This is an optimization exercise on Yosys and OpenROAD, whose aim is small area, a short achievable clock period and few clock cycles, not a production implementation. RTL that was checked went through simulation tests only; none was proved equivalent to the original. Only the layout flow was run in run 2; the RTL was not checked for function there. Power is estimated from default activity; no workload was simulated.

`design/flow/run.sh`:
```
#!/bin/bash
# synth_recipe.tcl (not shown) runs the flow's synth.tcl, then flattens the netlist and writes it again
# the make line also repeats each setting of config.mk as NAME=value (left out here)
make -C /OpenROAD-flow-scripts/flow DESIGN_CONFIG=/design/flow/config.mk WORK_HOME=/design/flow/orfs CLKGATE_MAP_FILE= SYNTH_SCRIPT=/design/flow/synth_recipe.tcl finish
```
`design/flow/config.mk`:
```
export PLATFORM = sky130hd
export DESIGN_NAME = selective_repeat_receive_tracker
export DESIGN_NICKNAME = selective_repeat_receive_tracker
export VERILOG_FILES = /design/flow/design.v
export SDC_FILE = /design/flow/constraint.sdc
export NUM_CORES = 8
export LEC_CHECK = 0
export CAP_MARGIN = 20
export CORE_MARGIN = 2
export CORE_UTILIZATION = 40
export CTS_BUF_LIST = sky130_fd_sc_hd__clkbuf_16
export CTS_CLUSTER_DIAMETER = 90
export CTS_CLUSTER_SIZE = 24
export GPL_ROUTABILITY_DRIVEN = 1
export PLACE_DENSITY = 0.55
export SETUP_SLACK_MARGIN = 5
export SLEW_MARGIN = 20
export SYNTH_MEMORY_MAX_BITS = 8192
```
`design/flow/constraint.sdc`:
```
create_clock -name core_clock -period 8.5 [get_ports {i_clk}]
set_input_delay 1.7000 -clock core_clock [delete_from_list [all_inputs] [get_ports {i_clk}]]
set_output_delay 1.7000 -clock core_clock [all_outputs]
set_load 0.01 [all_outputs]
```
`design/flow/design.v`:
```
`timescale 1ns / 1ps
package srt_pkg;
    localparam int ID_W      = 12;    
    localparam int WA_W      = 7;     
    localparam int NWORDS    = 128;   
    localparam int TOTAL_W   = 22;
    localparam logic [TOTAL_W-1:0] BUF_RESET = TOTAL_W'(2097152);
    localparam logic [3:0] RS_CONNECTED = 4'd0;
    localparam logic [3:0] RS_ACCEPTED  = 4'd1;
    localparam logic [3:0] RS_DUPLICATE = 4'd2;
    localparam logic [3:0] RS_CLOSED    = 4'd3;
    localparam logic [3:0] RS_RANGE     = 4'd4;
    localparam logic [3:0] RS_NOCONN    = 4'd5;
    localparam logic [3:0] RS_OVERFLOW  = 4'd6;
    localparam logic [3:0] RS_RESEND    = 4'd7;
    localparam logic [3:0] RS_ALLDONE   = 4'd8;
    localparam logic [3:0] RS_MISSING   = 4'd9;
    localparam logic [2:0] C_CONN   = 3'd0;
    localparam logic [2:0] C_NOCONN = 3'd1;
    localparam logic [2:0] C_CLOSED = 3'd2;
    localparam logic [2:0] C_RANGE  = 3'd3;
    localparam logic [2:0] C_HDR    = 3'd4;
    localparam logic [2:0] C_SCAN   = 3'd5;
endpackage
`timescale 1ns / 1ps
module srt_prefix_or #(
    parameter int N = 32
) (
    input  logic [N-1:0] i_v,
    output logic [N-1:0] o_below
);
    localparam int L = $clog2(N);
    logic [N-1:0] p [L+1];
    assign p[0] = {i_v[N-2:0], 1'b0};
    for (genvar l = 0; l < L; l++) begin : g_lvl
        for (genvar i = 0; i < N; i++) begin : g_bit
            if (i >= (1 << l)) begin : g_or
                assign p[l+1][i] = p[l][i] | p[l][i - (1 << l)];
            end else begin : g_pass
                assign p[l+1][i] = p[l][i];
            end
        end
    end
    assign o_below = p[L];
endmodule
module srt_two #(
    parameter int N = 32
) (
    input  logic [N-1:0] i_v,
    output logic         o_two
);
    localparam int L = $clog2(N);
    logic [N-1:0] a [L+1];
    logic [N-1:0] t [L+1];
    assign a[0] = i_v;
    assign t[0] = '0;
    for (genvar l = 0; l < L; l++) begin : g_lvl
        for (genvar i = 0; i < N; i++) begin : g_node
            if (i < (N >> (l + 1))) begin : g_pair
                assign a[l+1][i] = a[l][2*i] | a[l][2*i+1];
                assign t[l+1][i] = t[l][2*i] | t[l][2*i+1] | (a[l][2*i] & a[l][2*i+1]);
            end else begin : g_none
                assign a[l+1][i] = 1'b0;
                assign t[l+1][i] = 1'b0;
            end
        end
    end
    assign o_two = t[L][0];
endmodule
module srt_ffs #(
    parameter int N = 32
) (
    input  logic [N-1:0]         i_v,
    output logic [$clog2(N)-1:0] o_idx,
    output logic [$clog2(N)-1:0] o_idx_p1,
    output logic [N-1:0]         o_first,
    output logic [N-1:0]         o_below,
    output logic                 o_any,
    output logic                 o_more
);
    localparam int L = $clog2(N);
    logic [N-1:0] below;
    logic [N-1:0] first;
    srt_prefix_or #(.N(N)) u_pre (.i_v(i_v), .o_below(below));
    assign first  = i_v & ~below;
    assign o_any  = below[N-1] | i_v[N-1];
    assign o_below = below;
    srt_two #(.N(N)) u_two (.i_v(i_v), .o_two(o_more));
    for (genvar k = 0; k < L; k++) begin : g_enc
        logic [N-1:0] sel;
        for (genvar i = 0; i < N; i++) begin : g_sel
            assign sel[i] = ((i >> k) & 1) ? first[i] : 1'b0;
        end
        assign o_idx[k] = |sel;
        logic [N-1:0] sel1;
        for (genvar i = 0; i < N; i++) begin : g_sel1
            assign sel1[i] = (((i + 1) % N >> k) & 1) ? first[i] : 1'b0;
        end
        assign o_idx_p1[k] = |sel1;
    end
    assign o_first = first;
endmodule
`timescale 1ns / 1ps
module srt_dp (
    input  logic        i_clk,
    input  logic        i_clr,
    input  logic        i_set,
    input  logic [11:0] i_set_id,
    input  logic [7:0]  i_rd_hi,
    input  logic [15:0] i_rd_lo,
    output logic [31:0] o_rd_data
);
    logic [4095:0] r_bm;
    logic [7:0]    whi;
    logic [15:0]   wlo;
    logic [31:0]   col;
    logic [31:0]   hc [8];
    logic [31:0]   grp [8];
    always_comb begin
        whi = '0;
        wlo = '0;
        col = '0;
        whi[i_set_id[11:9]] = i_set;
        wlo[i_set_id[8:5]]  = 1'b1;
        col[i_set_id[4:0]]  = 1'b1;
        for (int g = 0; g < 8; g++) begin
            hc[g] = col & {32{whi[g]}};
        end
    end
    always_ff @(posedge i_clk) begin
        for (int w = 0; w < 128; w++) begin
            for (int b = 0; b < 32; b++) begin
                r_bm[w*32+b] <= (r_bm[w*32+b] & ~i_clr) | (hc[w / 16][b] & wlo[w % 16]);
            end
        end
    end
    always_comb begin
        o_rd_data = '0;
        for (int g = 0; g < 8; g++) begin
            grp[g] = '0;
            for (int l = 0; l < 16; l++) begin
                grp[g] = grp[g] | (r_bm[(g*16+l)*32 +: 32] & {32{i_rd_lo[l]}});
            end
            o_rd_data = o_rd_data | (grp[g] & {32{i_rd_hi[g]}});
        end
    end
endmodule
`timescale 1ns / 1ps
import srt_pkg::*;
module selective_repeat_receive_tracker #(
    parameter int MAX_PACKETS    = 4096,
    parameter int PAYLOAD_STRIDE = 9000
) (
    input  logic        i_clk,
    input  logic        i_rst_n,
    input  logic        i_in_valid,
    output logic        o_in_ready,
    input  logic [0:0]  i_in_op,
    input  logic [31:0] i_in_packet_id,
    input  logic [13:0] i_in_payload_length,
    input  logic [31:0] i_in_first_word,
    output logic        o_out_valid,
    input  logic        i_out_ready,
    output logic [3:0]  o_out_status,
    output logic [11:0] o_out_resend_id,
    output logic [25:0] o_out_payload_offset,
    output logic [11:0] o_out_missing_count,
    output logic [21:0] o_out_total_bytes,
    input  logic        i_cfg_valid,
    output logic        o_cfg_ready,
    input  logic [21:0] i_cfg_buffer_size
);
    logic        r_in_rdy;
    logic        r0_v;
    logic        r0_op;
    logic [11:0] r0_id;
    logic        r0_idz, r0_ido, r0_idhi;
    logic [13:0] r0_len;
    logic        r1_v;
    logic        r1_op;
    logic [11:0] r1_id;        
    logic        r1_idz, r1_ido, r1_idhi;
    logic [13:0] r1_len;
    logic [7:0]  r_ra_hi;      
    logic [15:0] r_ra_lo;      
    logic        r2_v;
    logic [2:0]  r2_cls;
    logic [11:0] r2_id;
    logic [15:0] r2_b;         
    logic [13:0] r2_len;       
    logic [31:0] r2_rw;
    logic        r_conn;
    logic [11:0] r_exp;
    logic [12:0] r_ptr;
    logic [6:0]  r_sw;         
    logic [7:0]  r_sn;         
    logic [31:0] r_mask;       
    logic        r_sw_eqe;     
    logic        r_sw_lte;     
    logic        r_pgte;       
    logic        r_allin;      
    logic [11:0] r_miss;       
    logic [21:0] r_total;
    logic [21:0] r_buf;
    logic        r_out_v;
    logic [3:0]  r_o_status;
    logic [11:0] r_o_rid;
    logic [25:0] r_o_off;
    logic [11:0] r_o_miss;
    logic [21:0] r_o_total;
    logic        r_sk_v;
    logic [3:0]  r_sk_st;
    logic [22:0] r_sk_val;
    logic stall, r2_scan, hold1, accept, go1, r1_take, go2;
    logic x_found, handoff, keep_rw;
    assign stall   = r_sk_v;
    assign r2_scan = r2_v && (r2_cls == C_SCAN);
    assign hold1   = stall || (r2_scan && !(r1_op && x_found));
    assign accept  = i_in_valid && r_in_rdy;
    assign go1     = r1_v && !hold1;
    assign r1_take = !(r1_v && hold1);
    assign go2     = r2_v && !stall;
    logic        in_idz;
    logic [11:0] in_id;
    assign in_idz  = (i_in_packet_id == 32'd0);
    assign in_id  = !in_idz ? i_in_packet_id[11:0] :
                    (|i_in_first_word[31:12]) ? 12'hFFF : i_in_first_word[11:0];
    logic [2:0]  s1_cls;
    logic        s1_conn;
    logic        s2_set, s2_clr;
    logic [31:0] rd_data;
    logic [31:0] rd_word;
    always_comb begin
        if (!r1_op && r1_idz)              s1_cls = C_CONN;
        else if (!r_conn)                  s1_cls = C_NOCONN;
        else if (r1_op)                    s1_cls = C_SCAN;
        else if (r1_ido)                   s1_cls = C_CLOSED;
        else if (r1_idhi || r1_id > r_exp) s1_cls = C_RANGE;
        else                               s1_cls = C_HDR;
    end
    assign s1_conn = go1 && !r1_op && r1_idz;
    assign s2_set  = go2 && (r2_cls == C_HDR);
    assign s2_clr  = go2 && (r2_cls == C_CONN);
    srt_dp u_bm (
        .i_clk     (i_clk),
        .i_clr     (s2_clr),
        .i_set     (s2_set),
        .i_set_id  (r2_id),
        .i_rd_hi   (r_ra_hi),
        .i_rd_lo   (r_ra_lo),
        .o_rd_data (rd_data)
    );
    always_comb begin
        rd_word = rd_data;
        if (s2_clr) begin
            rd_word = '0;
        end else if (s2_set && r_ra_hi[r2_id[11:9]] && r_ra_lo[r2_id[8:5]]) begin
            rd_word[r2_id[4:0]] = 1'b1;
        end
    end
    logic        dup;
    logic [22:0] sum;
    logic [23:0] room;
    logic        ovf;
    logic [21:0] hdr_total;
    logic        p_gt_e;
    logic        all_in;
    logic [31:0] zeros;
    logic [4:0]  z_idx;
    logic [4:0]  z_idx_p1;
    logic [31:0] z_first;
    logic        z_any, z_more;
    logic [31:0] z_below;
    logic [11:0] rid;
    logic [12:0] rid_p1;
    logic        sc_end, sc_nf;
    logic [11:0] miss;
    logic        s2_done;
    assign dup       = r2_rw[r2_id[4:0]];
    assign sum       = {1'b0, r_total} + {9'b0, r2_len};
    assign room      = {2'b0, r_total} + {10'b0, r2_len} + {2'b11, ~r_buf} + 24'd1;
    assign ovf       = !room[23];
    assign hdr_total = dup ? r_total : (ovf ? r_buf : sum[21:0]);
    assign p_gt_e = r_pgte;
    assign all_in = r_allin;
    assign zeros  = ~r2_rw & r_mask;
    srt_ffs #(.N(32)) u_zf (.i_v(zeros), .o_idx(z_idx), .o_any(z_any), .o_more(z_more),
                            .o_below(z_below),
                            .o_first(z_first), .o_idx_p1(z_idx_p1));
    assign rid    = {r_sw, z_idx};
    assign rid_p1 = z_first[31] ? {r_sn, 5'd0} : {1'b0, r_sw, z_idx_p1};
    assign miss   = r_miss;
    assign sc_end = p_gt_e || all_in || (!z_any && (r_sw_eqe || !r_sw_lte));
    assign sc_nf  = !sc_end && !z_any;
    assign x_found = !p_gt_e && !all_in && z_any;
    assign s2_done = go2 && !(r2_cls == C_SCAN && sc_nf);
    logic [3:0]  res_st;
    logic [22:0] res_val;
    logic [21:0] res_tot;
    logic        res_new;
    assign res_new = (r2_cls == C_HDR) && !dup;
    always_comb begin
        res_st  = RS_CONNECTED;
        res_val = '0;
        res_tot = r_total;
        case (r2_cls)
            C_CONN: begin
                res_st  = RS_CONNECTED;
                res_tot = '0;
            end
            C_NOCONN: res_st = RS_NOCONN;
            C_CLOSED: res_st = RS_CLOSED;
            C_RANGE:  res_st = RS_RANGE;
            C_HDR: begin
                res_tot = hdr_total;
                if (dup) begin
                    res_st = RS_DUPLICATE;
                end else begin
                    res_st  = ovf ? RS_OVERFLOW : RS_ACCEPTED;
                    res_val = s2_off;
                end
            end
            default: begin
                if (sc_end) begin
                    res_st  = all_in ? RS_ALLDONE : RS_MISSING;
                    res_val = 23'(miss);
                end else begin
                    res_st  = RS_RESEND;
                    res_val = 23'(rid);
                end
            end
        endcase
    end
    logic        out_free;
    logic [22:0] off_c;
    logic [22:0] s2_off;
    logic        sk_is_off, sk_is_rid, sk_is_miss;
    logic        s2_is_rid, s2_is_miss;
    assign out_free = !r_out_v || i_out_ready;
    assign s2_off = {r2_b, 7'd0} - {5'd0, r2_b, 2'd0} + {7'd0, r2_b};
    assign off_c  = r_sk_v ? r_sk_val : s2_off;
    assign sk_is_off  = (r_sk_st == RS_ACCEPTED) || (r_sk_st == RS_OVERFLOW);
    assign sk_is_rid  = (r_sk_st == RS_RESEND);
    assign sk_is_miss = (r_sk_st == RS_ALLDONE) || (r_sk_st == RS_MISSING);
    assign s2_is_rid  = (r2_cls == C_SCAN) && !sc_end;
    assign s2_is_miss = (r2_cls == C_SCAN) && sc_end;
    logic        r1_v_n, r1_op_n, sk_v_n, r2_scan_n, in_rdy_n;
    logic [11:0] r1_id_n;
    logic [12:0] ptr_n;
    logic [6:0]  sw_n;
    logic [7:0]  sn_n;
    logic [31:0] mask_n;
    logic [6:0]  ra_n;
    logic [31:0] pw_hmask, sn_hmask;
    logic        pw_eqe, pw_lte, sn_eqe, sn_lte;
    assign pw_hmask = pw_eqe ? ({32{1'b1}} >> (5'd31 - r_exp[4:0])) :
                      pw_lte ? {32{1'b1}} : {32{1'b0}};
    assign sn_hmask = sn_eqe ? ({32{1'b1}} >> (5'd31 - r_exp[4:0])) :
                      sn_lte ? {32{1'b1}} : {32{1'b0}};
    logic r0_v_n;
    assign handoff   = go1 && r2_scan;
    assign keep_rw   = handoff && z_more;
    assign r1_v_n    = r1_take ? (r0_v || accept) : r1_v;
    assign r1_op_n   = r1_take ? (r0_v ? r0_op : i_in_op[0]) : r1_op;
    assign r1_id_n   = r1_take ? (r0_v ? r0_id : i_in_packet_id[11:0]) : r1_id;
    assign r0_v_n    = r1_take ? 1'b0 : (r0_v || accept);
    assign sk_v_n    = out_free ? 1'b0 : (r_sk_v || s2_done);
    assign r2_scan_n = (go1 && s1_cls == C_SCAN) || (r2_scan && !s2_done);
    assign in_rdy_n  = !r0_v_n;
    always_comb begin
        ptr_n = r_ptr;
        sw_n  = r_sw;
        sn_n  = r_sn;
        if (s1_conn) begin
            ptr_n = 13'd1;
        end else if (go2 && r2_cls == C_SCAN && !sc_nf) begin
            ptr_n = sc_end ? 13'd1 : rid_p1;
        end
        mask_n = r_mask;
        if (handoff) begin
            sw_n   = z_more ? r_sw : r_sn[6:0];
            sn_n   = z_more ? r_sn : (r_sn + 8'd1);
            mask_n = z_more ? (r_mask & z_below) : sn_hmask;
        end else if (go1) begin
            sw_n   = r_ptr[11:5];
            sn_n   = {1'b0, r_ptr[11:5]} + 8'd1;
            mask_n = ({32{1'b1}} << r_ptr[4:0]) & pw_hmask;
        end else if (go2 && r2_cls == C_SCAN) begin
            sw_n   = r_sn[6:0];
            sn_n   = r_sn + 8'd1;
            mask_n = sn_hmask;
        end
    end
    logic [11:0] exp_n, miss_n;
    logic        eqe_n, lte_n, pgte_n;
    assign exp_n  = s1_conn ? r1_id : r_exp;
    logic allin_n;
    assign allin_n = (go2 && r2_cls == C_CONN) ? (r_exp == 12'd0) :
                     (go2 && res_new) ? (r_miss == 12'd1) : (r_miss == 12'd0);
    assign miss_n  = (go2 && r2_cls == C_CONN) ? r_exp :
                     (go2 && res_new) ? (r_miss - 12'd1) : r_miss;
    assign pw_eqe = (r_ptr[11:5] == r_exp[11:5]);
    assign pw_lte = (r_ptr[11:5] < r_exp[11:5]);
    assign sn_eqe = (r_sn == {1'b0, r_exp[11:5]});
    assign sn_lte = (r_sn < {1'b0, r_exp[11:5]});
    always_comb begin
        eqe_n = r_sw_eqe;
        lte_n = r_sw_lte;
        if (handoff) begin
            eqe_n = z_more ? r_sw_eqe : sn_eqe;
            lte_n = z_more ? r_sw_lte : sn_lte;
        end else if (go1) begin
            eqe_n = pw_eqe;
            lte_n = pw_lte;
        end else if (go2 && r2_cls == C_SCAN) begin
            eqe_n = sn_eqe;
            lte_n = sn_lte;
        end
    end
    always_comb begin
        pgte_n = r_pgte;
        if (s1_conn) begin
            pgte_n = (r1_id == 12'd0);
        end else if (go2 && r2_cls == C_SCAN && !sc_nf) begin
            pgte_n = sc_end ? (r_exp == 12'd0) : (r_sw_eqe && z_idx == r_exp[4:0]);
        end
    end
    logic [6:0] ptr_w_n;
    always_comb begin
        ptr_w_n = r_ptr[11:5];
        if (s1_conn) begin
            ptr_w_n = 7'd0;
        end else if (go2 && r2_cls == C_SCAN && !sc_nf) begin
            ptr_w_n = sc_end ? 7'd0 : (z_first[31] ? r_sn[6:0] : r_sw);
        end
    end
    assign ra_n = r2_scan_n ? sn_n[6:0] : (r1_op_n ? ptr_w_n : r1_id_n[11:5]);
    always_ff @(posedge i_clk) begin
        if (r1_take) begin
            if (r0_v) begin
                r1_op   <= r0_op;
                r1_id   <= r0_id;
                r1_idz  <= r0_idz;
                r1_ido  <= r0_ido;
                r1_idhi <= r0_idhi;
                r1_len  <= r0_len;
            end else begin
                r1_op   <= i_in_op[0];
                r1_id   <= in_id;
                r1_idz  <= in_idz;
                r1_ido  <= (i_in_packet_id == 32'hFFFF_FFFF);
                r1_idhi <= |i_in_packet_id[31:12];
                r1_len  <= i_in_payload_length;
            end
        end
        if (!r0_v) begin
            r0_op   <= i_in_op[0];
            r0_id   <= in_id;
            r0_idz  <= in_idz;
            r0_ido  <= (i_in_packet_id == 32'hFFFF_FFFF);
            r0_idhi <= |i_in_packet_id[31:12];
            r0_len  <= i_in_payload_length;
        end
        for (int k = 0; k < 8; k++)  r_ra_hi[k] <= (ra_n[6:4] == 3'(k));
        for (int k = 0; k < 16; k++) r_ra_lo[k] <= (ra_n[3:0] == 4'(k));
        if (go1) begin
            r2_cls <= s1_cls;
            r2_id  <= r1_id;
            r2_b   <= {1'b0, r1_id - 12'd1, 3'd0} + {4'd0, r1_id - 12'd1};
            r2_len <= (r1_len > 14'(PAYLOAD_STRIDE)) ? 14'(PAYLOAD_STRIDE) : r1_len;
        end
        if (!stall && !keep_rw) begin
            r2_rw <= rd_word;
        end
        r_exp <= exp_n;
        r_ptr      <= ptr_n;
        r_sw       <= sw_n;
        r_sn       <= sn_n;
        r_mask     <= mask_n;
        r_sw_eqe   <= eqe_n;
        r_sw_lte   <= lte_n;
        r_pgte     <= pgte_n;
        r_allin    <= allin_n;
        r_miss <= miss_n;
        if (out_free) begin
            if (r_sk_v) begin
                r_o_status <= r_sk_st;
                r_o_rid    <= sk_is_rid  ? r_sk_val[11:0] : 12'd0;
                r_o_miss   <= sk_is_miss ? r_sk_val[11:0] : 12'd0;
                r_o_off    <= sk_is_off  ? {off_c, 3'd0} : 26'd0;
                r_o_total  <= r_total;
            end else begin
                r_o_status <= res_st;
                r_o_rid    <= s2_is_rid  ? rid  : 12'd0;
                r_o_miss   <= s2_is_miss ? miss : 12'd0;
                r_o_off    <= res_new    ? {off_c, 3'd0} : 26'd0;
                r_o_total  <= res_tot;
            end
        end
        if (!out_free && s2_done) begin
            r_sk_st  <= res_st;
            r_sk_val <= res_val;
        end
    end
    always_ff @(posedge i_clk) begin
        if (!i_rst_n) begin
            r_in_rdy <= 1'b1;
            r0_v     <= 1'b0;
            r1_v     <= 1'b0;
            r2_v     <= 1'b0;
            r_out_v  <= 1'b0;
            r_sk_v   <= 1'b0;
            r_conn   <= 1'b0;
            r_total  <= '0;
            r_buf    <= BUF_RESET;
        end else begin
            r_in_rdy <= in_rdy_n;
            r0_v     <= r0_v_n;
            r1_v     <= r1_v_n;
            r2_v     <= go1 || (r2_v && !s2_done);
            r_out_v  <= out_free ? (r_sk_v || s2_done) : 1'b1;
            r_sk_v   <= sk_v_n;
            if (s1_conn) begin
                r_conn <= 1'b1;
            end
            if (go2 && r2_cls == C_CONN) begin
                r_total <= '0;
            end else if (go2 && r2_cls == C_HDR) begin
                r_total <= hdr_total;
            end
            if (i_cfg_valid) begin
                r_buf <= i_cfg_buffer_size;
            end
        end
    end
    assign o_in_ready           = r_in_rdy;
    assign o_cfg_ready          = 1'b1;
    assign o_out_valid          = r_out_v;
    assign o_out_status         = r_o_status;
    assign o_out_resend_id      = r_o_rid;
    assign o_out_payload_offset = r_o_off;
    assign o_out_missing_count  = r_o_miss;
    assign o_out_total_bytes    = r_o_total;
endmodule
```
==> notes.md, run 1 <==
- The arrival time at the worst endpoint is 4510 ps.
- Summing every instance area after synthesis gives 170000 um^2.
- The met3 track demand over resource is 4.15%.
- The sum of buffers and inverters on the critical path is 1.
- The starting utilization of the core area is 40.2%.
- STA classifies the critical path startpoint as a flip-flop.
- The critical path is of the flip-flop to flip-flop type.
- The initial antenna violation count is 35.
- The most used flip-flop cell after synthesis is dfxtp_1.
- The via count of the first global-routing pass is 133000.
- For this run, the register share of the synthesized area comes to 54.4%.
- The boundary pin count is 185.
- On the worst path, the slowest cell contributes a delay of 610 ps.
- The register bit total from synthesis is 4495.
- The sum of overflow across all layers after global routing is 0.
- The number of placed cells counting well taps is 22700.
- Leaving out fill and tap cells, the most frequent cells in the layout are 4192 x dfxtp_1, 3323 x nand2_1, 3191 x o21ai_0.
- STA classifies the critical path endpoint as a flip-flop.
- Summing all placed instances gives a cell area of 176000 um^2.
- The smallest clock period supported by the final layout is computed as 3620 ps.
- The netlist uses 85 different library cells.
- The power density relative to cell area is 192 nW/um^2.
- After the first detailed-routing iteration, the DRC count stood at 20200.
- A synthesized cell averages 9.32 um^2.
- The transition time of the tightest slew-check pin is 1220 ps.
- The count of input and output buffers is 180.
- The count of nets after finishing is 17700.
- Entering global routing, the biggest net connects 196 pins.
- The final route contains 146000 vias.
- Setup repair after global routing could not meet its margin everywhere.
- The CTS buffer count is 214.
- The portion of the clock cycle consumed by the worst path in the final layout is 42.6%.
- The post-route netlist has 7.61% of its cells at a drive strength greater than 1.
- The static power due to leakage is 65.3 nW.
- The H-tree was split into 4 levels.
- CTS saw 4495 sinks.
- The final antenna-violating net count is 0.
- The final cell count without fillers is 23200.
- The per-cell via count in the routed design is 6.31.
- The biggest area contributor in the post-synthesis netlist is dfxtp_1.
- For this run, design rule violations remaining after detail routing come to 0.
- The source-to-sink clock delay at the later pin of the worst-skew pair is 1010 ps.
- The floorplan row count is 239.
- In the global route stage, overall resource usage came out at 29.7%.
- The number of warnings printed during yosys synthesis is 9.
- The core region is 424000 um^2.
- Before antenna repair, the detailed router went through 9 iterations.
- Yosys mapped a number of flops with a built-in enable equal to 273.
- Of the post-synthesis cell area, the dominant cell type holds 49.6%.
- The maximum buffer depth of the clock tree is 4.
- In this run the clock root is driven by a clkbuf_16.
- For the final database, setup skew stands at 56.2 ps.
- The number of endpoints failing setup at the final stage is 0.
- The cell count after synthesis is 18300.
- The maximum clock frequency is 276 MHz.
- The die is 657 um wide.
- The clock slew at the register clock pins of the worst setup and hold paths is 110 ps.
- Fill cells in the final layout number 41100.
- The slowest stage of the critical path is the or4_4 cell.
- Leaving out fill and tap cells, the most frequent cell in the layout is dfxtp_1.
- Headroom to the max-slew limit came out at 18.9%.
- After detailed routing, the total wire length is 679000 um.
- For this run, global-route usage on met1 was measured as 42.0%.
- The path class of the tightest hold or removal check is flip-flop to flip-flop.
- Once layout is complete, the utilization of the core stands at 44.1%.
- The signal on the critical path passes through nor2b_4 > or3_4 > or4_4 > nor3_4 > buf_4 > o221a_4 > o41ai_2 > a221o_1 > a221o_2 > nor4_2.
- The number of failing hold endpoints at the final stage came to 0.
- The required time at the endpoint of the critical path is 9390 ps.
- After routing, the total negative slack on setup checks comes to 0 ps.
- The growth of design area from synthesis to finish is 9.78%.
- The critical-path maximum fanout is 7.
- The first global-routing pass estimated 969000 um of wire.
- The post-synthesis async set-or-reset flop share is 0%.
- After detailed routing, the average wire length per cell comes to 29.3 um.
- The placed wire-length estimate after detailed placement is 351000 um.
- The TritonCTS clock tree is yes.
- The busiest layer in global routing is met2.
- The number of slew-limit violations in the final report is 0.
- The run finished with no timing, DRC or antenna violations.
- The area of all placed cells without fillers is 187000 um^2.
- Routability-driven placement finished with a final weighted congestion of 0.958.
- The worst voltage drop across the vdd grid is 0.181 mV.
- The count of maximum capacitance violations is 0.
- The die area is 431000 um^2.
- Grouping stages by cell kind, the critical path spends the most delay in simple AND/OR/NAND/NOR gates.
- For met2 alone, demand over resource in global routing was 46.8%.
- Ranked by total cell area, the synthesized netlist is headed by dfxtp_1 50%, a22o_1 9.9%, o21ai_0 9.5%, nand2_1 7.6%, edfxtp_1 4.8%.
- The overall die height is 657 um.
## registers in the layout, summed over array words and instances (netlist names), 14 cells and up
name and flops:
r2_len 14, r_buf 22, r2_b 16, u_bm.r_bm 4096
r_mask 32, r_o_total 22, r_ra_lo 16, r0_len 14
r_sk_val 23, r_o_off 23, r1_len 14, r_total 22
r2_rw 32
## per-stage QoR
| step | setup slack (ps) | power [mW] | hold slack [ps] |
|---|---|---|---|
| after floorplan | 4980 | 23.0 | 425 |
| after global placement | 3880 | 24.3 | 433 |
| after detailed placement | 3870 | 24.3 | 442 |
| after CTS | 4780 | 35.9 | 464 |
| after global routing | 4820 | 36.8 | 479 |
| final | 4880 | 36.0 | 459 |
## worst reg2reg max path, delay by kind of cell, from the launching register on
| kind | cells | cell delay [ps] |
|---|---|---|
| and+or+nand+nor | 5 | 1830 |
| AOI/OAI and AO/OA | 4 | 1110 |
| DFF | 1 | 410 |
| buffers and inverters | 1 | 170 |
## power breakdown
| part | internal, mW | leakage (nW) | switching (mW) |
|---|---|---|---|
| Combinational | 0.601 | 25.4 | 1.93 |
| Clock | 4.68 | 2.96 | 7.18 |
| Sequential | 21.4 | 36.9 | 0.228 |
| Total | 26.6 | 65.3 | 9.33 |
## Yosys cell counts, types with 12 or more instances
cell	instances
a211oi_1	30
a21o_1	21
a21oi_1	119
a221oi_1	799
a22o_1	1925
a22oi_1	585
a31oi_1	51
and2_1	47
and3_1	16
and4_1	12
buf_1	148
clkbuf_1	1626
dfxtp_1	4222
edfxtp_1	273
fa_1	25
ha_1	120
inv_1	173
mux2_2	26
mux2i_1	48
mux4_2	16
nand2_1	3452
nand2b_1	54
nand3_1	159
nand4_1	298
nor2_1	275
nor2b_1	66
nor3_1	55
nor4_1	51
o211ai_1	17
o21a_1	20
o21ai_0	3219
o221ai_1	17
o22ai_1	37
or3_1	19
xnor2_1	43
xor2_1	31
## what timing repair did
| item | CTS | global route |
|---|---|---|
| hold buffers | 0 | 0 |
| pin swaps | 62 | 73 |
| gates resized for setup | 507 | 242 |
| setup buffers | 107 | 78 |
| cloned | 24 | 10 |
| endpoints found under the setup margin | 4382 | 3640 |
## cell families (layout without fill, tap and decap cells)
family	Yosys count	in the layout	share of synthesized area, %
simple gates	4555	4567	11.2
flops	4495	4495	54.4
fa+ha+maj	145	145	1.18
mux	91	91	0.681
buf+inv	1961	1147	4.35
other cells	2	18	0.00441
compound gates	6955	6957	27.8
xor+xnor	74	74	0.381
## worst paths after layout
path                  start             end  slack (ps)  cells past startpoint
max reg2reg      r_mask[12]      r_ra_lo[4]        4880                     10
min          u_bm.r_bm[364]  u_bm.r_bm[364]         460                      2
min reg2reg  u_bm.r_bm[364]  u_bm.r_bm[364]         460                      2
max              r_mask[12]      r_ra_lo[4]        4880                     10
## per-layer routing
| layer | wire length [um] | share of wire [%] | vias to the layer above |
|---|---|---|---|
| met4 | 24000 | 3.5 | 10 |
| met2 | 304000 | 45 | 6974 |
| met5 | 61 | 0.0090 | - |
| li1 | - | - | 64600 |
| met3 | 60100 | 8.9 | 1126 |
| met1 | 292000 | 43 | 73300 |
## final cells by class
type / instances / area [um^2] / area share [%]
sequential: 4495 / 92800 / 49.6
multi-input combinational: 11800 / 72800 / 38.9
antenna: 14 / 35.0 / 0.0187
timing repair buffer: 707 / 7750 / 4.15
tap: 5663 / 7090 / 3.79
clock inverter: 47 / 354 / 0.189
inverter: 174 / 661 / 0.353
clock buffer: 219 / 5480 / 2.93
Testbench counts, summed over its fixed seeds: cycles 74,383.
==> inputs of run 2 (changes only) <==
--- a/design/flow/design.v
+++ b/design/flow/design.v
@@ -105,32 +105,27 @@
     input  logic        i_clk,
     input  logic        i_clr,
     input  logic        i_set,
-    input  logic [11:0] i_set_id,
+    input  logic [7:0]  i_set_hi,
+    input  logic [15:0] i_set_lo,
+    input  logic [31:0] i_set_col,
     input  logic [7:0]  i_rd_hi,
     input  logic [15:0] i_rd_lo,
     output logic [31:0] o_rd_data
 );
     logic [4095:0] r_bm;
     logic [7:0]    whi;
-    logic [15:0]   wlo;
-    logic [31:0]   col;
     logic [31:0]   hc [8];
     logic [31:0]   grp [8];
     always_comb begin
-        whi = '0;
-        wlo = '0;
-        col = '0;
-        whi[i_set_id[11:9]] = i_set;
-        wlo[i_set_id[8:5]]  = 1'b1;
-        col[i_set_id[4:0]]  = 1'b1;
+        whi = i_set_hi & {8{i_set}};
         for (int g = 0; g < 8; g++) begin
-            hc[g] = col & {32{whi[g]}};
+            hc[g] = i_set_col & {32{whi[g]}};
         end
     end
     always_ff @(posedge i_clk) begin
         for (int w = 0; w < 128; w++) begin
             for (int b = 0; b < 32; b++) begin
-                r_bm[w*32+b] <= (r_bm[w*32+b] & ~i_clr) | (hc[w / 16][b] & wlo[w % 16]);
+                r_bm[w*32+b] <= (r_bm[w*32+b] & ~i_clr) | (hc[w / 16][b] & i_set_lo[w % 16]);
             end
         end
     end
@@ -186,6 +181,9 @@
     logic        r2_v;
     logic [2:0]  r2_cls;
     logic [11:0] r2_id;
+    logic [7:0]  r2_ohi;       
+    logic [15:0] r2_olo;
+    logic [31:0] r2_ocol;
     logic [15:0] r2_b;         
     logic [13:0] r2_len;       
     logic [31:0] r2_rw;
@@ -245,7 +243,9 @@
         .i_clk     (i_clk),
         .i_clr     (s2_clr),
         .i_set     (s2_set),
-        .i_set_id  (r2_id),
+        .i_set_hi  (r2_ohi),
+        .i_set_lo  (r2_olo),
+        .i_set_col (r2_ocol),
         .i_rd_hi   (r_ra_hi),
         .i_rd_lo   (r_ra_lo),
         .o_rd_data (rd_data)
@@ -466,6 +466,9 @@
         if (go1) begin
             r2_cls <= s1_cls;
             r2_id  <= r1_id;
+            for (int k = 0; k < 8; k++)  r2_ohi[k]  <= (r1_id[11:9] == 3'(k));
+            for (int k = 0; k < 16; k++) r2_olo[k]  <= (r1_id[8:5] == 4'(k));
+            for (int k = 0; k < 32; k++) r2_ocol[k] <= (r1_id[4:0] == 5'(k));
             r2_b   <= {1'b0, r1_id - 12'd1, 3'd0} + {4'd0, r1_id - 12'd1};
             r2_len <= (r1_len > 14'(PAYLOAD_STRIDE)) ? 14'(PAYLOAD_STRIDE) : r1_len;
         end
--- a/design/flow/config.mk
+++ b/design/flow/config.mk
@@ -7,12 +7,12 @@
 export LEC_CHECK = 0
 export CAP_MARGIN = 20
 export CORE_MARGIN = 2
-export CORE_UTILIZATION = 40
+export CORE_UTILIZATION = 35
 export CTS_BUF_LIST = sky130_fd_sc_hd__clkbuf_16
-export CTS_CLUSTER_DIAMETER = 90
-export CTS_CLUSTER_SIZE = 24
+export CTS_CLUSTER_DIAMETER = 80
+export CTS_CLUSTER_SIZE = 22
 export GPL_ROUTABILITY_DRIVEN = 1
-export PLACE_DENSITY = 0.55
+export PLACE_DENSITY = 0.45
 export SETUP_SLACK_MARGIN = 5
 export SLEW_MARGIN = 20
 export SYNTH_MEMORY_MAX_BITS = 8192
==> run 2 against run 1 <==
Compared with the run above:
- core utilization decreased by 5.0 points
- combinational power increased by about 30%
- global-route usage decreased by 0.58 points
- first-iteration DRC count decreased by 4.9%
- total power increased by 11%
- area after synthesis increased by 1.8%
- register-to-register slack got worse by 180 ps
- die area increased by 16%
- routed wire length increased by 13%
==> notes.md, run 2 <==
- The flow ran to the end and the layout has no timing, DRC or antenna violations.
- The design draws 40.0 mW.
- The post-place setup slack is 3440 ps.
- The share of total power consumed by net switching is 26.9%.
- Leaving out fill and tap cells, the most frequent cell in the layout is a22o_1.
- The register area share after synthesis is 54.4%.
- The overall die height is 708 um.
- The TritonCTS clock tree is yes.
- The count of maximum capacitance violations is 0.
- The count of nets left with antenna violations once routing finished came out at 0.
- Across the VDD grid, the largest voltage drop is 0.184 mV.
- The cell taking the most area after synthesis is dfxtp_1.
- The final critical path takes up 44.7% of the cycle.
- The number of endpoints failing setup at the final stage is 0.
- Setup repair after global routing could not meet its margin everywhere.
- The number of slew-limit violations in the final report is 0.
- In this run the power density over the cells is 207 nW/um^2.
- The boundary pin count is 185.
- The number of detailed-routing iterations run before antenna repair is 6.
- For the final routed database, the setup TNS stands at 0 ps.
- The initial utilization of the core area, before any placement, comes to 35.1%.
- The internal cell power is 29.3 mW.
- Entering global routing, the biggest net connects 243 pins.
- The share of Yosys cell area claimed by the top area cell type is 48.7%.
- Of the cells placed in the final design, the portion with a size suffix greater than 1 is 9.10%.
- Traced cell by cell, the critical path runs through buf_12 > buf_12 > buf_16 > a22o_1 > a221oi_2 > nand4_1 > a22oi_2 > nand4_1 > a21oi_2 > nor2_1.
- The relative slew slack is 5.20%.
- The flip-flop count of the largest register, all copies and words added is 4096.
- In the final routed layout, each cell accounts on average for 36.2 um.
- In the layout the commonest cells are 4951 x a22o_1, 4193 x dfxtp_1, 794 x a221oi_1.
- STA classifies the critical path startpoint as a flip-flop.
- The prevailing post-synth register cell is dfxtp_1.
- The via count of the first global-routing pass is 136000.
- Combinational logic burns 8.2% of the power.
- After synthesis the cells add up to 173000 um^2.
- In this run the worst path has a maximum fanout of 6.
- The number of failing hold endpoints at the final stage was 0.
- Along the worst hold path, the cell count comes to 1.
- The largest clock skew in the final design is 78.6 ps.
- Buffers placed on the I/O ports in this run total 180.
- The maximum clock frequency is 263 MHz.
- The CTS buffer count is 273.
- The area growth from synthesis to layout is 11.4%.
- The die covers 501000 um^2.
- The H-tree level count is 5.
- The worst setup slack after layout is 4700 ps.
- The logic depth of the worst register-to-register path is 10.
- The buffer cell driving the clock tree root is clkbuf_16.
- The mean cell area of the mapped netlist is 11.1 um^2.
- After synthesis, the cell types taking the most area are dfxtp_1 49%, a22o_1 25%, edfxtp_1 5.7%, a221oi_1 4.3%, clkbuf_1 4.1%.
- The worst hold path terminates at r0_len[5].
- The placed wire-length estimate after detailed placement is 380000 um.
- The cell with the largest stage delay on the worst path is nand4_1.
- The sum of overflow across all layers after global routing is 0.
- STA classifies the critical path endpoint as a flip-flop.
- The first routing iteration left 19200 violations.
- The part of the power in registers is 55.7%.
- The synthesized design contains 329 enable-type register cells.
- The initialized floorplan defines 258 standard-cell rows.
- Summed over all layers, the routed wires come to 770000 um.
- The min-delay analysis places its worst path in the category flip-flop to flip-flop.
- The delay of the slowest critical-path stage is 820 ps.
- The startpoint identified for the worst register-to-register timing path is r_ra_lo[1].
- Counting distinct cell types in the post-synthesis netlist gives 92.
- u_bm.r_bm holds more flip-flops than any other register.
- a22o_1 is the most common cell in the netlist.
- The clock share of power is 36.0%.
- The maximum buffer depth of the clock tree is 4.
- Clock-pin slew was measured on the worst setup and hold paths at 100 ps.
- The Yosys step of the flow raised 9 warnings.
- In the routed design, unresolved DRC markers number 0.
- The transition time of the tightest slew-check pin is 1420 ps.
- For this block, the via count after detailed routing is 143000.
- The cell count after synthesis is 15600.
- The initial antenna violation count is 61.
- The die outline width is 708 um.
- By count the netlist is led by 4951 x a22o_1, 4222 x dfxtp_1, 1909 x clkbuf_1, 850 x a221oi_1, 483 x a22oi_1.
- At the worst endpoint, the arrival time is 4470 ps.
- The first global-routing pass estimated 1070000 um of wire.
- The worst path needs 3800 ps of the cycle, external delays included.
- In the global route stage, overall resource usage came out at 29.1%.
- In this run the most critical hold path is launched from r0_len[5].
- Routability-driven placement finished with a final weighted congestion of 0.919.
- CTS saw 4551 sinks.
- For this design the total switching power over the nets is 10.8 mW.
- Clock latency on the worst-skew pair, taken at its later pin, is 1010 ps.
- In this run, synthesis produced a sequential element count of 4551.
- The static power due to leakage is 73.3 nW.
- The classification of the worst setup path is flip-flop to flip-flop.
- Using the TritonRoute via totals, the vias-per-cell ratio works out to 6.73.
- The final layout contains 14800 nets.
- The post-synthesis async set-or-reset flop share is 0%.
- The worst register-to-register path ends at r2_rw[23].
- The core region is 494000 um^2.
- The required time at the endpoint of the critical path is 9180 ps.
- The worst reg-to-reg setup slack is 4700 ps.
- The number of filler cells placed in the layout is 46300.
## run 2: cell count changes after synthesis, sizes merged, moves of 11 or more
cell / previous run / this run
nand2: 3452 / 278
a22o: 1925 / 4951
o21ai: 3221 / 229
clkbuf: 1626 / 1909
and3: 16 / 280
a22oi: 585 / 483
nor2: 275 / 213
edfxtp: 273 / 329
a221oi: 800 / 850
and2: 50 / 17
a31oi: 51 / 34
inv: 174 / 161
a32oi: 2 / 13
o211ai: 17 / 28
## run 2: cell families (layout without fill, tap and decap cells)
family	after synthesis	count (layout)	share of synthesized area, %
other	2	43	0.00433
adders and majority gates	144	144	1.15
muxes	80	80	0.605
xor gates and xnor gates	77	77	0.389
buffers and inverters	2232	1374	4.87
DFF	4551	4551	54.4
AOI/OAI and AO/OA	6908	6908	33.6
and+or+nand+nor	1562	1568	4.93
## run 2: worst max-delay path: cells and delay by family, from the launching register on
family,cells,cell delay [ps]
buffers and inverters,3,440
DFF,1,430
AOI/OAI and AO/OA,4,1270
and+or+nand+nor,3,1300
## run 2: how the worst max path moves through the flow
stage | start | end | slack (ps) | cells after the start
finish | r_ra_lo[1] | r2_rw[23] | 4700 | 10
global route | r_ra_lo[1] | r2_rw[23] | 4860 | 10
CTS | r_ra_lo[1] | r2_rw[23] | 4890 | 10
detailed placement | r2_cls[2] | r_ra_lo[8] | 3440 | 10
global placement | r2_cls[2] | r_ra_lo[0] | 3470 | 10
floorplan | r_mask[23] | r2_rw[0] | 5000 | 10
## run 2: timing repair
action | CTS | global route
setup buffers | 173 | 43
cloned | 43 | 4
endpoints found under the hold margin | 0 | 0
endpoints found under the setup margin | 4322 | 1256
hold buffers | 0 | 0
pin swaps | 74 | 60
resized for setup | 397 | 147
## run 2: power groups by stage
stage	Clock (mW)	Combinational, mW	Sequential (mW)
after floorplan	0	1.38	22.6
final	14.4	3.30	22.3
after global routing	15.4	3.37	22.3
after detailed placement	0	2.77	22.8
after CTS	14.7	3.17	22.3
after global placement	0	2.75	22.8
## run 2: area by class of cell
cell class / instances / area [um^2] / share of cell area [%]
antenna: 39 / 97.6 / 0.0505
clock buffer: 281 / 7030 / 3.64
clock inverter: 145 / 1270 / 0.659
inverter: 163 / 633 / 0.328
multi-input combinational: 8781 / 72200 / 37.4
sequential: 4551 / 94500 / 48.9
tap: 6500 / 8130 / 4.21
timing repair buffer: 785 / 9330 / 4.83
## run 2: per-stage QoR
stage	std cells	hold WS (ps)	cell area, um^2	util, %
floorplan	15600	430	174000	-
global placement	20500	459	179000	36.3
global route	21200	495	193000	39.1
CTS	21200	484	192000	38.9
finish	21200	480	193000	39.1
detailed placement	20500	463	179000	36.3
## run 2: routing by layer
layer / part of all wire, % / track usage (%) / vias up
li1: - / - / 59200
met1: 44 / 40.8 / 74900
met2: 44 / 45.3 / 7665
met3: 8.2 / 4.45 / 1276
met4: 3.8 / 10.4 / 10
met5: 0.011 / 0 / -

what the ideal ports hide:
In the flow no input, the clock included, has a driving cell. The finished layouts below were timed again as built, in two steps. Step 1 assumes that a clkbuf_16 drives the clock port and a buf_2 every other input. Step 2 also shifts input and output timing later by t, the mid clock arrival at the registers, as if the neighbouring blocks saw the same clock. a / b / c = no drivers / after step 1 / after step 2; a / b = the first two.
run | t, ns | setup slack, ns | worst data-port slew with drivers (ns)
run 1 | 1.104 | 4.878 / 4.878 / 4.313 | 0.14
run 2 | 1.107 | 4.702 / 4.702 / 4.032 | 0.07
After both steps every run listed still meets setup and hold. The setup slack of run 2, which loses most, moves by 0.000 ns with the drivers and by -0.670 ns with both steps.
